What follows belongs to an exercise in optimizing a design on an open flow for small area, a short achievable clock period and few clock cycles per item; a production flow would make more cautious choices.
RTL that was checked went through simulation tests only; none was proved equivalent to the original.
The RTL of runs 2 and 3 was laid out without a check of its function.

==> flow/design.v (outline; a module is shown in full before it is edited, if it fits) <==
// module mlp_seq_accel: 1224 lines
module mlp_seq_accel (
  input  logic        clk,
  input  logic        reset,
  input  logic        start,
  output logic [9:0]  x_addr,
  input  logic [31:0] x_data,
  output logic [19:0] w_addr,
  input  logic [31:0] w_data,
  output logic        rd_en,
  output logic        busy,
  output logic        done,
  output logic [3:0]  predicted_digit,
  output logic [31:0] max_score
);
  // ...
==> flow/flow/run.sh <==
#!/bin/bash
set -uo pipefail
bash standard.sh SETUP_SLACK_MARGIN=9.0 finish > flow_make.log 2>&1
==> flow/standard.sh <==
#!/bin/bash
# synth_recipe.tcl (not shown) runs the flow's synth.tcl, then flattens the netlist and writes it again
# the make line also repeats each setting of config.mk as NAME=value (left out here)
make -C /OpenROAD-flow-scripts/flow DESIGN_CONFIG=/design/flow/config.mk WORK_HOME=/design/flow/orfs CLKGATE_MAP_FILE= SYNTH_SCRIPT=/design/flow/synth_recipe.tcl "${@:-finish}"
==> flow/config.mk <==
export PLATFORM = sky130hd
export DESIGN_NAME = mlp_seq_accel
export DESIGN_NICKNAME = mlp_seq_accel
export VERILOG_FILES = /design/flow/design.v
export SDC_FILE = /design/flow/constraint.sdc
export NUM_CORES = 4
export LEC_CHECK = 0
export CAP_MARGIN = 20
export CORE_MARGIN = 2
export CORE_UTILIZATION = 45
export SLEW_MARGIN = 20
==> flow/constraint.sdc <==
create_clock -name core_clock -period 13.0 [get_ports {clk}]
set_input_delay 2.6000 -clock core_clock [delete_from_list [all_inputs] [get_ports {clk}]]
set_output_delay 2.6000 -clock core_clock [all_outputs]
set_load 0.01 [all_outputs]
==> results.cfg, run 1 <==
[route]
top_layer_used = met5
m1WireLength_mm = 77.06
drt_iter0_drc = 4376

[global_routing]
first_global_vias = 44310
use_met3 = 0.06923
globalRouteMet2Util = 0.4157

[setup_path]
cp-endpoint = acc_q[66]
arrival_ps = 4730
r2r_end = acc_q[66]
ff2ff_setup_slack_ps = 8740

[placement]
routabilityCongestion = 0.9261

[die]
core_sq_um = 131300
tap-cell-count = 1755

[layout]
stdcell_area_sq_um = 73530
area_dominant_class = multi-input combinational cells
clock_area_frac = 0.05614
ff_latch_area_sq_um = 25910
largest_reg_flops = 710

[clock_tree]
clk_latency_ps = 780
cts_setup_buffers = 153
clockBufferDepth = 3
clk_pin_slew_ps = 70

[min_path]
hold_depth = 0

[synthesis]
ys_async_sr_fraction = 0.1083
synth_common_cells = 915 x dfxtp_1, 737 x inv_1, 568 x a22oi_1
syn_avg_cell_area_sq_um = 10.81
synthCells = 5505
ys_warn_count = 2

[sta]
relSlewSlack = 0.2945
clock.fmax_ghz = 0.2346
rsz0062_at_grt = yes

[run_status]
run_status = no timing/DRC/antenna violations
Testbench counts, summed over its fixed seeds: cycles 814,328, items 8.
==> inputs of run 2 (changes only) <==
--- a/flow/design.v
+++ b/flow/design.v
@@ -20,17 +20,17 @@
   logic [3:0]  st_q, st_n;
   logic [3:0]  k_q, k_n;
   logic [6:0]  h_q, h_n;
   logic [6:0]  g_q, g_n;
   logic [9:0]  i_q, i_n;
   logic [16:0] wp_q, wp_n;
   logic [3:0]  po_q, po_n;
   logic [3:0]  hs_q;
-  logic        busy_q, done_q;
+  logic        busy_q, done_q, go_q;
   logic [9:0]  xa_q, xa_n;
   logic [19:0] wa_q, wa_n;
   logic        rd_q, rd_n;
   logic [2:0]  tag0_q, tag0_n, tag1_q, tag2_q;
   logic        f_radd_q, f_acc_q, f_accen_q, f_ringwr_q, f_act_q, f_eval_q;
   logic        accept;
   logic [12:0] w2row;
   assign accept = start && !busy_q && !done_q;
@@ -38,17 +38,17 @@
   always_comb begin
     st_n = st_q;
     k_n  = k_q;
     h_n  = h_q;
     g_n  = g_q;
     i_n  = i_q;
     wp_n = wp_q;
     case (st_q)
-      S_IDLE: if (accept) begin
+      S_IDLE: if (go_q) begin
         st_n = S_B2; k_n = 4'd0; h_n = 7'd0; g_n = 7'd0; i_n = 10'd0; wp_n = 17'd0;
       end
       S_B2: begin
         k_n = k_q + 4'd1;
         if (k_q == 4'd9) st_n = S_B1;
       end
       S_B1: begin
         st_n = S_W1; i_n = 10'd0;
@@ -104,58 +104,53 @@
       S_FL:  tag0_n = (k_n == 4'd0) ? T_FLUSH : T_NONE;
       S_EV:  tag0_n = T_EVAL;
       default: ;
     endcase
   end
   always_ff @(posedge clk or posedge reset) begin
     if (reset) begin
       st_q   <= S_IDLE;
-      k_q    <= '0;
-      h_q    <= '0;
-      g_q    <= '0;
-      i_q    <= '0;
-      wp_q   <= '0;
       po_q   <= 4'd0;
       hs_q   <= 4'd7;
-      xa_q   <= '0;
-      wa_q   <= '0;
       rd_q   <= 1'b0;
       tag0_q <= T_NONE;
       tag1_q <= T_NONE;
       tag2_q <= T_NONE;
       f_radd_q   <= 1'b0;
       f_acc_q    <= 1'b0;
       f_accen_q  <= 1'b0;
       f_ringwr_q <= 1'b0;
       f_act_q    <= 1'b0;
       f_eval_q   <= 1'b0;
     end else begin
       st_q   <= st_n;
-      k_q    <= k_n;
-      h_q    <= h_n;
-      g_q    <= g_n;
-      i_q    <= i_n;
-      wp_q   <= wp_n;
       po_q   <= po_n;
       hs_q   <= (hs_q == 4'd9) ? 4'd0 : hs_q + 4'd1;
-      xa_q   <= xa_n;
-      wa_q   <= wa_n;
       rd_q   <= rd_n;
       tag0_q <= tag0_n;
       tag1_q <= tag0_q;
       tag2_q <= tag1_q;
       f_radd_q   <= (tag2_q == T_RADD);
       f_acc_q    <= (tag2_q == T_ACC);
       f_accen_q  <= (tag2_q == T_ACC) || (tag2_q == T_CLR);
       f_ringwr_q <= (tag2_q == T_RADD) || (tag2_q == T_RFIRST);
       f_act_q    <= (tag2_q == T_CLR) || (tag2_q == T_FLUSH);
       f_eval_q   <= (tag2_q == T_EVAL);
     end
   end
+  always_ff @(posedge clk) begin
+    k_q  <= k_n;
+    h_q  <= h_n;
+    g_q  <= g_n;
+    i_q  <= i_n;
+    wp_q <= wp_n;
+    xa_q <= xa_n;
+    wa_q <= wa_n;
+  end
   logic [31:0] a_q;
   logic [15:0] bone_q, btwo_q, bneg_q;
   logic [30:0] act_q;
   logic [32:0] wx;
   assign wx = {w_data, 1'b0};
   always_ff @(posedge clk) begin
     case (tag1_q)
       T_ACC:   a_q <= x_data;
@@ -1196,20 +1191,22 @@
       best_q <= r_out;
       bidx_q <= hs_q;
     end
   end
   always_ff @(posedge clk or posedge reset) begin
     if (reset) begin
       busy_q  <= 1'b0;
       done_q  <= 1'b0;
+      go_q    <= 1'b0;
       pred_q  <= '0;
       score_q <= '0;
     end else begin
       done_q <= 1'b0;
+      go_q   <= accept;
       if (accept) busy_q <= 1'b1;
       if (f_eval_q && hs_q == 4'd9) begin
         busy_q  <= 1'b0;
         done_q  <= 1'b1;
         pred_q  <= take ? hs_q : bidx_q;
         score_q <= take ? r_out : best_q;
       end
     end
==> run 2 against run 1 <==
Sequential cell count up 1. Cell area is 1.8% higher. Worst hold slack lost 13 ps. Maximum frequency is 0.58% higher. Area after synthesis down 0.49%. Critical path depth is 1 lower. First-iteration DRC count up 5.0%. Critical endpoint is now best_q[0]. Highest routed layer unchanged.
==> results.cfg, run 2 <==
[setup_path]
crit_fanout = 7
cp-endpoint = best_q[0]
ff2ff_path_depth = 17
r2r_end = best_q[0]
cp.buffers_inverters = 5
required_ps = 13480
arrival_ps = 4710
critPathLaunch = ring_q[0][61]
cp_top_family = simple AND/OR/NAND/NOR gates
ff2ff_setup_slack_ps = 8760
r2r-start = ring_q[0][61]
cp_common_cell = nand4_1
cp_slowest_cell = a211oi_4
end_kind = flop
crit_path_start_kind = flop
cp.depth = 17
crit_type = reg -> reg
slowest_delay_ps = 420
path_cells = nand4_1 > o41ai_4 > buf_6 > buf_12 > clkbuf_8 > a21o_1 > ha_1 > nand4_1 > or2_2 > nor4_4 > inv_2 > a31oi_2 > nor4_2 > a211oi_4 > nand2b_4 > and2_4 > buf_4

[route]
wl_per_cell_microns = 25.09
antenna_left = 0
totalWireLength_mm = 192.3
drt_iter0_drc = 4593
viasPerCell = 5.678
drc_errors = 0
num_vias = 43510
dr.pass1.iters = 6

[clock_tree]
ctsHoldBuffers = 0
clk_latency_ps = 780
root_buffer = clkbuf_16
cts_tree = built
cts.sinks = 1183
cts_buffers = 118
clockBufferDepth = 3
clk_pin_slew_ps = 60
htreeDepth = 3

[sta]
hold_viol = 0
layout_min_cycle_time_ps = 4238
layout_setup_ws_ps = 8762
finalCritPeriodShare = 0.3260
clock.fmax_ghz = 0.2360
setup_viol = 0
rsz0062_at_grt = yes
relSlewSlack = 0.3560
skew_ps = 77.86
finalMaxSlewViolations = 0
setup_tns_ps = 0
tightest_slew_ps = 962.4

[placement]
placed_area_sq_um = 62100
dp.cells = 7059
hpwl_mm = 111.5
io_buffers = 132
routabilityCongestion = 0.9170
dp_slack_ps = 7423

[run_status]
run_status = no timing/DRC/antenna violations

[min_path]
hold_class = reg -> reg

[die]
die_area_sq_um = 134500
pin_count = 136
core_sq_um = 131000
initial_core_util = 0.4521
rows = 133
die_h_microns = 366.7
die_w_microns = 366.7

[layout]
fin_cells = 7663
max_flop_register = ring_q
final_common_cell = dfxtp_1
largest_reg_flops = 710
area_delta_synth_final_pct = 26.43
mostFrequentLayoutCells = 877 x dfxtp_1, 669 x inv_1, 413 x a22oi_1, 402 x fa_1, 297 x xor2_1
multi_input_area_sq_um = 32650
stdcell_area_sq_um = 74850
fin_nets = 6517
num-fill-cells = 10860
ff_latch_area_sq_um = 25760
reg_top3 = ring_q x710, acc_q x72, s_q x63
drive_above_1_share = 0.2566

[synthesis]
synth_ff_type = dfxtp_1
synth_area_sq_um = 59200
synth_top_area_cell = dfxtp_1
synth.most_common_cell = dfxtp_1
syn_avg_cell_area_sq_um = 10.82
ys_warn_count = 2
synth-simple-area-share = 0.05647
synth-edff-count = 149
synth_top_family_by_area = adder cells
ys_seq_elements = 1183
synth_compound_area_frac = 0.1367
seq_area_frac_synth = 0.4309
ys_top_cells_by_area = dfxtp_1 33%, fa_1 16%, edfxtp_1 7.6%
synth_top_area_share = 0.3270
synth_xor_area_frac = 0.09187
synthAdderAreaFrac = 0.1971
synth_common_cells = 967 x dfxtp_1, 745 x inv_1, 566 x a22oi_1
yosysUniqueCellTypes = 94
synthCells = 5474
ys_async_sr_fraction = 0.05664
synthMuxAreaShare = 0.01336

[global_routing]
grt_start_max_net_pins = 69
grt_overflow = 0
first_global_vias = 44140
grtUsageTotal = 0.2787
grt_pass1_wl_mm = 283.1
antenna_found_initial = 8

[flow_run]
maxCapViolations = 0
## run 2: cell type report
cell class	count	area share
repair buffers	599	0.09616
clock buffers	162	0.04590
diodes	3	0.0001003
inverters	747	0.03768
multi-input cells	3155	0.4362
well taps	1755	0.02934
clock inverters	59	0.01046
flip-flops and latches	1183	0.3441
## run 2: layer usage
layer	wire length, microns	global-route usage
met1	77650	0.3722
met2	82660	0.4131
met3	20850	0.07659
met4	11090	0.1443
met5	28	0
## run 2: kinds of logic after synthesis
kind of cell,after synthesis
AO/OA/AOI/OAI,1137
flip-flops,1183
AND/OR/NAND/NOR,676
other,1
buffers and inverters,1139
XOR/XNOR,621
multiplexers,71
adder cells (fa/ha/maj),646
## run 2: through the flow
stage | utilization | hold WS (ps)
final | 0.5716 | 284.2
after global routing | 0.5715 | 281.6
after CTS | 0.5522 | 276.3
after detailed placement | 0.4742 | 312.1
after global placement | 0.4742 | 309.5
after floorplan | - | 309.6
## run 2: worst register-to-register path, cell delays in order, from the launching register on
cell and delay, ps:
dfxtp_4 380, nand4_1 200, o41ai_4 340, buf_6 200, buf_12 150, clkbuf_8 200, a21o_1 230, ha_1 160
nand4_1 90, or2_2 360, nor4_4 310, inv_2 110, a31oi_2 210, nor4_2 80, a211oi_4 420, nand2b_4 240
and2_4 170, buf_4 160
## run 2: how the worst min path moves through the flow
| stage | cells after the start | endpoint | slack (ps) | startpoint |
|---|---|---|---|---|
| 5_1_grt | 0 | ring_q[8][20] | 280 | ring_q[9][20] |
| 4_1_cts | 0 | ring_q[2][22] | 280 | ring_q[3][22] |
| 3_5_place_dp | 0 | ring_q[0][68] | 310 | ring_q[1][68] |
| 2_1_floorplan | 0 | ring_q[0][0] | 310 | ring_q[1][0] |
| 3_3_place_gp | 0 | ring_q[3][14] | 310 | ring_q[4][14] |
| 6_report | 0 | ring_q[8][20] | 280 | ring_q[9][20] |
## run 2: timing repair
| action | in CTS | in global routing |
|---|---|---|
| pin swaps | 237 | 288 |
| buffers inserted | 224 | 99 |
| gates cloned | 48 | 9 |
| resized for setup | 939 | 352 |
| setup endpoints to repair | 311 | 229 |
==> inputs of run 3 (changes only) <==
==> flow/flow/run.sh (replaced) <==
#!/bin/bash
set -uo pipefail
bash standard.sh SETUP_SLACK_MARGIN=9.0 \
  "CTS_ARGS=-sink_clustering_enable -repair_clock_nets -dont_use_dummy_load -sink_clustering_size 30 -sink_clustering_max_diameter 100" \
  finish > flow_make.log 2>&1
==> run 3 against run 2 <==
Register-to-register slack got worse by 40 ps. Clock-buffer cell count decreased by 111. Worst hold slack improved by 26 ps. Sequential cell count unchanged. Setup slack got worse by 35 ps. Die area unchanged. Critical path type unchanged.
==> results.cfg, run 3 <==
[clock_tree]
cts_buffers = 51
clk_latency_ps = 720
cts.sinks = 1183
clockBufferDepth = 3
cts_tree = built
ctsHoldBuffers = 0
htreeDepth = 2
clk_pin_slew_ps = 110
root_buffer = clkbuf_16

[route]
num_vias = 42170
drt_iter0_drc = 4339
drc_errors = 0
totalWireLength_mm = 184.5
wl_per_cell_microns = 24.96
antenna_left = 0
dr.pass1.iters = 7
viasPerCell = 5.706

[synthesis]
synth-edff-count = 149
synth_top_area_share = 0.3270
ys_warn_count = 2
ys_async_sr_fraction = 0.05664
ys_seq_elements = 1183
ys_top_cells_by_area = dfxtp_1 33%, fa_1 16%, edfxtp_1 7.6%
synth_ff_type = dfxtp_1
synth_top_area_cell = dfxtp_1
synth.most_common_cell = dfxtp_1
syn_avg_cell_area_sq_um = 10.82
synthCells = 5474
synth_area_sq_um = 59200
yosysUniqueCellTypes = 94
seq_area_frac_synth = 0.4309
synth_common_cells = 967 x dfxtp_1, 745 x inv_1, 566 x a22oi_1

[layout]
final_common_cell = dfxtp_1
reg_top3 = ring_q x710, acc_q x72, s_q x63
mostFrequentLayoutCells = 881 x dfxtp_1, 678 x inv_1, 453 x a22oi_1, 415 x fa_1, 305 x xor2_1
fin_cells = 7390
max_flop_register = ring_q
fin_nets = 6347
drive_above_1_share = 0.2056
stdcell_area_sq_um = 70330
largest_reg_flops = 710
area_delta_synth_final_pct = 18.80
fin_util = 0.5370
num-fill-cells = 11320

[sta]
relSlewSlack = 0.3297
rsz0062_at_grt = yes
finalMaxSlewViolations = 0
layout_min_cycle_time_ps = 4273
skew_ps = 99.37
setup_tns_ps = 0
setup_viol = 0
timing.hold.ws_ps = 309.9
tightest_slew_ps = 1004
hold_viol = 0
clock.fmax_ghz = 0.2340
layout_setup_ws_ps = 8727
finalCritPeriodShare = 0.3287

[global_routing]
first_global_vias = 42380
grtUsageTotal = 0.2654
grt_overflow = 0
grt_start_max_net_pins = 69
grt_pass1_wl_mm = 271.6
antenna_found_initial = 4

[placement]
io_buffers = 132
routabilityCongestion = 0.9170
hpwl_mm = 111.5
dp.cells = 7059
dp_slack_ps = 7423
placed_area_sq_um = 62100

[setup_path]
arrival_ps = 4860
required_ps = 13590
crit_fanout = 10
slowest_delay_ps = 560
crit_type = reg -> reg
cp.buffers_inverters = 6
end_kind = flop
crit_path_start_kind = flop
cp_top_family = adder cells
path_cells = buf_12 > buf_4 > a22oi_2 > xnor2_2 > fa_1 > inv_1 > fa_1 > inv_2 > fa_2 > inv_2 > fa_2 > fa_1 > inv_2 > fa_2
cp.depth = 14
ff2ff_path_depth = 14
cp_slowest_cell = fa_2

[die]
pin_count = 136
die_h_microns = 366.7
rows = 133
core_sq_um = 131000
initial_core_util = 0.4521
die_w_microns = 366.7
die_area_sq_um = 134500

[run_status]
run_status = no timing/DRC/antenna violations

[min_path]
hold_depth = 0
hold_class = reg -> reg

[flow_run]
maxCapViolations = 0
## run 3: changes by cell type in the layout (fill, tap and decap cells not counted), sizes merged
cell / change
buf: -123
clkinv: -31
clkbuf: -109
clkdlybuf4s15: +11
clkinvlp: -3
dlygate4sd2: +17
bufinv: -11
inv: -14
bufbuf: -10
## run 3: logic make-up after synthesis
kind of cell               synth area share
DFF                                  0.4309
buffers and inverters               0.07346
AOI/OAI and AO/OA                    0.1367
and+or+nand+nor                     0.05647
adders and majority gates            0.1971
xor gates and xnor gates            0.09187
muxes                               0.01336
other                            0.00006334
## run 3: worst reg2reg max path, stage by stage, from the launching register on
cell and delay [ps]:
dfxtp_4 370, buf_12 160, buf_4 150, a22oi_2 180
xnor2_2 120, fa_1 510, inv_1 50, fa_1 490
inv_2 60, fa_2 560, inv_2 40, fa_2 350
fa_1 550, inv_2 50, fa_2 510
## run 3: final cells by class
type / count / area, sq um / area share
sequential: 1183 / 25730 / 0.3659
multi-input combinational: 3155 / 32290 / 0.4591
tap: 1755 / 2196 / 0.03122
clock buffer: 51 / 1276 / 0.01815
antenna: 3 / 7.507 / 0.0001067
inverter: 747 / 2816 / 0.04004
timing repair buffer: 496 / 6011 / 0.08546
## run 3: worst paths after layout
path	from	endpoint	slack, ps
min	ring_q[6][38]	ring_q[5][38]	310
max	a_q[28]	c_q[36]	8730
min reg2reg	ring_q[6][38]	ring_q[5][38]	310
max reg2reg	a_q[28]	c_q[36]	8730
max in group asynchronous	reset	f_ringwr_q	9710
min in group asynchronous	reset	st_q[3]	2540
## run 3: what timing repair did
action / 4_1_cts / 5_1_grt
endpoints found under the setup margin: 307 / 201
pin swaps: 210 / 229
endpoints found under the hold margin: 0 / 0
gates cloned: 37 / 14
resized for setup: 737 / 338
buffers inserted: 145 / 81
## run 3: layer usage
metal	part of all wire	vias to the layer above	GRT usage
li1	-	18400	-
met1	0.42	21100	0.3668
met2	0.43	2212	0.4020
met3	0.099	450	0.05841
met4	0.051	2	0.1114
met5	0.000065	-	0

==> port drivers added, routing unchanged <==
The flow's constraints put no driver on any port. The routed layouts listed below were extracted and timed again, unchanged, in two steps.
Step 1, drivers: a clkbuf_16 drives clk and a buf_2 each remaining input, both assumed.
Step 2 also shifts input and output timing later by t, the mid clock arrival at the registers, as if the neighbouring blocks saw the same clock.
Three values: ideal ports, drivers, drivers and shift; two values: the first two.
| run | t (ns) | slack for setup (ns) | worst setup path at the end | worst register clock-pin slew, ns | pins driven straight from the clock port |
|---|---|---|---|---|---|
| run 1 | 0.817 | 8.737 / 8.737 / 8.344 | input to register | 0.09 / 0.09 | 1 |
| run 2 | 0.819 | 8.762 / 8.762 / 8.762 | register to register | 0.08 / 0.08 | 1 |
| run 3 | 0.752 | 8.727 / 8.727 / 8.727 | register to register | 0.12 / 0.12 | 1 |
After both steps setup and hold are still met in every run listed. For run 1, which loses most, drivers alone change the setup slack by 0.000 ns; drivers and shift together by -0.393 ns.
